Source: an optimization exercise on an open RTL-to-GDS flow (aim: small area, a short achievable clock period and few clock cycles per item). Production flows keep margins and buffers that such runs may drop.
Only simulation tests tie the RTL to the original design; equivalence was not proved.
Power and IR drop assume default switching activity.

## add_seq_ctrl
module add_seq_ctrl
#(
    parameter int unsigned N     = add_seq_pkg::ADDSEQ_N,
    parameter int unsigned WORDS = add_seq_pkg::ADDSEQ_WORDS
) (
    input  logic             clk,
    input  logic             rst,
    input  logic             in_valid,
    output logic             in_ready,
    input  logic [N*WORDS-1:0] a,
    input  logic [N*WORDS-1:0] b,
    input  logic             cin,
    input  logic             sub,
    output logic             out_valid,
    input  logic             out_ready,
    output logic [N*WORDS-1:0] sum,
    output logic             cout
);
Size: about 3500 cells after synthesis, roughly 520 flip-flops, roughly 780 I/O pins, about 29000 µm² of cells after synthesis.
export LEC_CHECK = 0
export CAP_MARGIN = 20
export CORE_MARGIN = 2
export CORE_UTILIZATION = 40
export SLEW_MARGIN = 20
create_clock -name core_clock -period 28.0 [get_ports {clk}]
standard.sh (not shown) runs the stock make flow with config.mk's settings and CLKGATE_MAP_FILE= SYNTH_SCRIPT=/design/flow/synth_recipe.tcl, a recipe that flattens the netlist after the stock synthesis.
==> flow/flow/run.sh <==
#!/bin/bash
# The standard layout (standard.sh) with changes to how it is made; the
# constraints (constraint.sdc) are the standard flow's, unchanged. ORFS keeps each tool's
# log in orfs/logs; this script's own output goes to standard.log.
MARGIN=19.5
bash standard.sh finish \
  "BUFFER_PORTS_ARGS=-buffer_cell sky130_fd_sc_hd__buf_1" \
  SETUP_SLACK_MARGIN=$MARGIN \
  PRE_RESIZE_TCL=$PWD/flow/pre_resize.tcl  "ABC_AREA=1" "DONT_USE_CELLS= sky130_fd_sc_hd__probe_p_8 sky130_fd_sc_hd__probec_p_8 sky130_fd_sc_hd__lpflow_bleeder_1 sky130_fd_sc_hd__lpflow_clkbufkapwr_1 sky130_fd_sc_hd__lpflow_clkbufkapwr_16 sky130_fd_sc_hd__lpflow_clkbufkapwr_2 sky130_fd_sc_hd__lpflow_clkbufkapwr_4 sky130_fd_sc_hd__lpflow_clkbufkapwr_8 sky130_fd_sc_hd__lpflow_clkinvkapwr_1 sky130_fd_sc_hd__lpflow_clkinvkapwr_16 sky130_fd_sc_hd__lpflow_clkinvkapwr_2 sky130_fd_sc_hd__lpflow_clkinvkapwr_4 sky130_fd_sc_hd__lpflow_clkinvkapwr_8 sky130_fd_sc_hd__lpflow_decapkapwr_12 sky130_fd_sc_hd__lpflow_decapkapwr_3 sky130_fd_sc_hd__lpflow_decapkapwr_4 sky130_fd_sc_hd__lpflow_decapkapwr_6 sky130_fd_sc_hd__lpflow_decapkapwr_8 sky130_fd_sc_hd__lpflow_inputiso0n_1 sky130_fd_sc_hd__lpflow_inputiso0p_1 sky130_fd_sc_hd__lpflow_inputiso1n_1 sky130_fd_sc_hd__lpflow_inputiso1p_1 sky130_fd_sc_hd__lpflow_inputisolatch_1 sky130_fd_sc_hd__lpflow_isobufsrc_1 sky130_fd_sc_hd__lpflow_isobufsrc_16 sky130_fd_sc_hd__lpflow_isobufsrc_2 sky130_fd_sc_hd__lpflow_isobufsrc_4 sky130_fd_sc_hd__lpflow_isobufsrc_8 sky130_fd_sc_hd__lpflow_isobufsrckapwr_16 sky130_fd_sc_hd__lpflow_lsbuf_lh_hl_isowell_tap_1 sky130_fd_sc_hd__lpflow_lsbuf_lh_hl_isowell_tap_2 sky130_fd_sc_hd__lpflow_lsbuf_lh_hl_isowell_tap_4 sky130_fd_sc_hd__lpflow_lsbuf_lh_isowell_4 sky130_fd_sc_hd__lpflow_lsbuf_lh_isowell_tap_1 sky130_fd_sc_hd__lpflow_lsbuf_lh_isowell_tap_2 sky130_fd_sc_hd__lpflow_lsbuf_lh_isowell_tap_4  sky130_fd_sc_hd__fa_1 sky130_fd_sc_hd__fa_2 sky130_fd_sc_hd__fa_4" "CORE_UTILIZATION=60" "CTS_CLUSTER_SIZE=24" "CTS_CLUSTER_DIAMETER=90" > standard.log 2>&1
==> flow/flow/pre_resize.tcl <==
# Sourced by ORFS after global placement, before repair_design (PRE_RESIZE_TCL).
source [file join [file dirname [info script]] fanout_tree.tcl]
build_port_tree sub sky130_fd_sc_hd__buf_2 8
Other scripts of this flow, unchanged in this note and not shown: flow/flow/fanout_tree.tcl
Testbench counts at the start, summed over its fixed seeds: cycles 1,288, items 1,280.
Then changed:
--- a/flow/flow/run.sh
+++ b/flow/flow/run.sh
@@ -5 +5 @@
-MARGIN=19.5
+MARGIN=20
--- a/flow/flow/pre_resize.tcl
+++ b/flow/flow/pre_resize.tcl
@@ -3 +3 @@
-build_port_tree sub sky130_fd_sc_hd__buf_2 8
+build_port_tree sub sky130_fd_sc_hd__buf_4 16
- synthesized area does not change
- via count rose by roughly a tenth
- critical path depth rose by 5
- fmax fell slightly
- global-route usage rose by 2.9 points
Then changed:
--- a/flow/flow/run.sh
+++ b/flow/flow/run.sh
@@ -5 +5 @@
-MARGIN=20
+MARGIN=19.5
After rerunning:
- synthesized cell count does not change
- die area does not change
- worst setup slack is better by 0.066 ns
- global-route usage is lower by 3.3 points
- power shrinks by 13%

static timing again, ports no longer ideal:
The results above use ideal ports. As a check the final layouts listed here were re-extracted and re-timed, cells and wires unchanged.
Step 1 sets driving cells, clkbuf_16 on the clock port and buf_2 on the other inputs (assumed; they add their load-dependent delay and slew).
Step 2, shift: input delay + t, output delay - t, t = (earliest + latest rising clock arrival at the registers) / 2. This alone moves slack from input paths to output paths.
a / b / c = ideal ports / drivers / drivers and shift; a / b = the first two.
| run | t (ns) | setup WS [ns] | worst register clock-pin slew, ns | worst slew at a driven data input, ns |
|---|---|---|---|---|
| the first run | 0.648 | 19.625 / 19.350 / 18.702 | 0.10 / 0.10 | 0.36 |
| the second run | 0.680 | 19.578 / 19.334 / 18.654 | 0.10 / 0.10 | 0.31 |
| the third run | 0.649 | 19.644 / 19.438 / 18.790 | 0.10 / 0.10 | 0.27 |
After both steps every run listed still meets setup and hold. The setup slack of the second run, which loses most, moves by -0.244 ns with the drivers and by -0.924 ns with both steps.
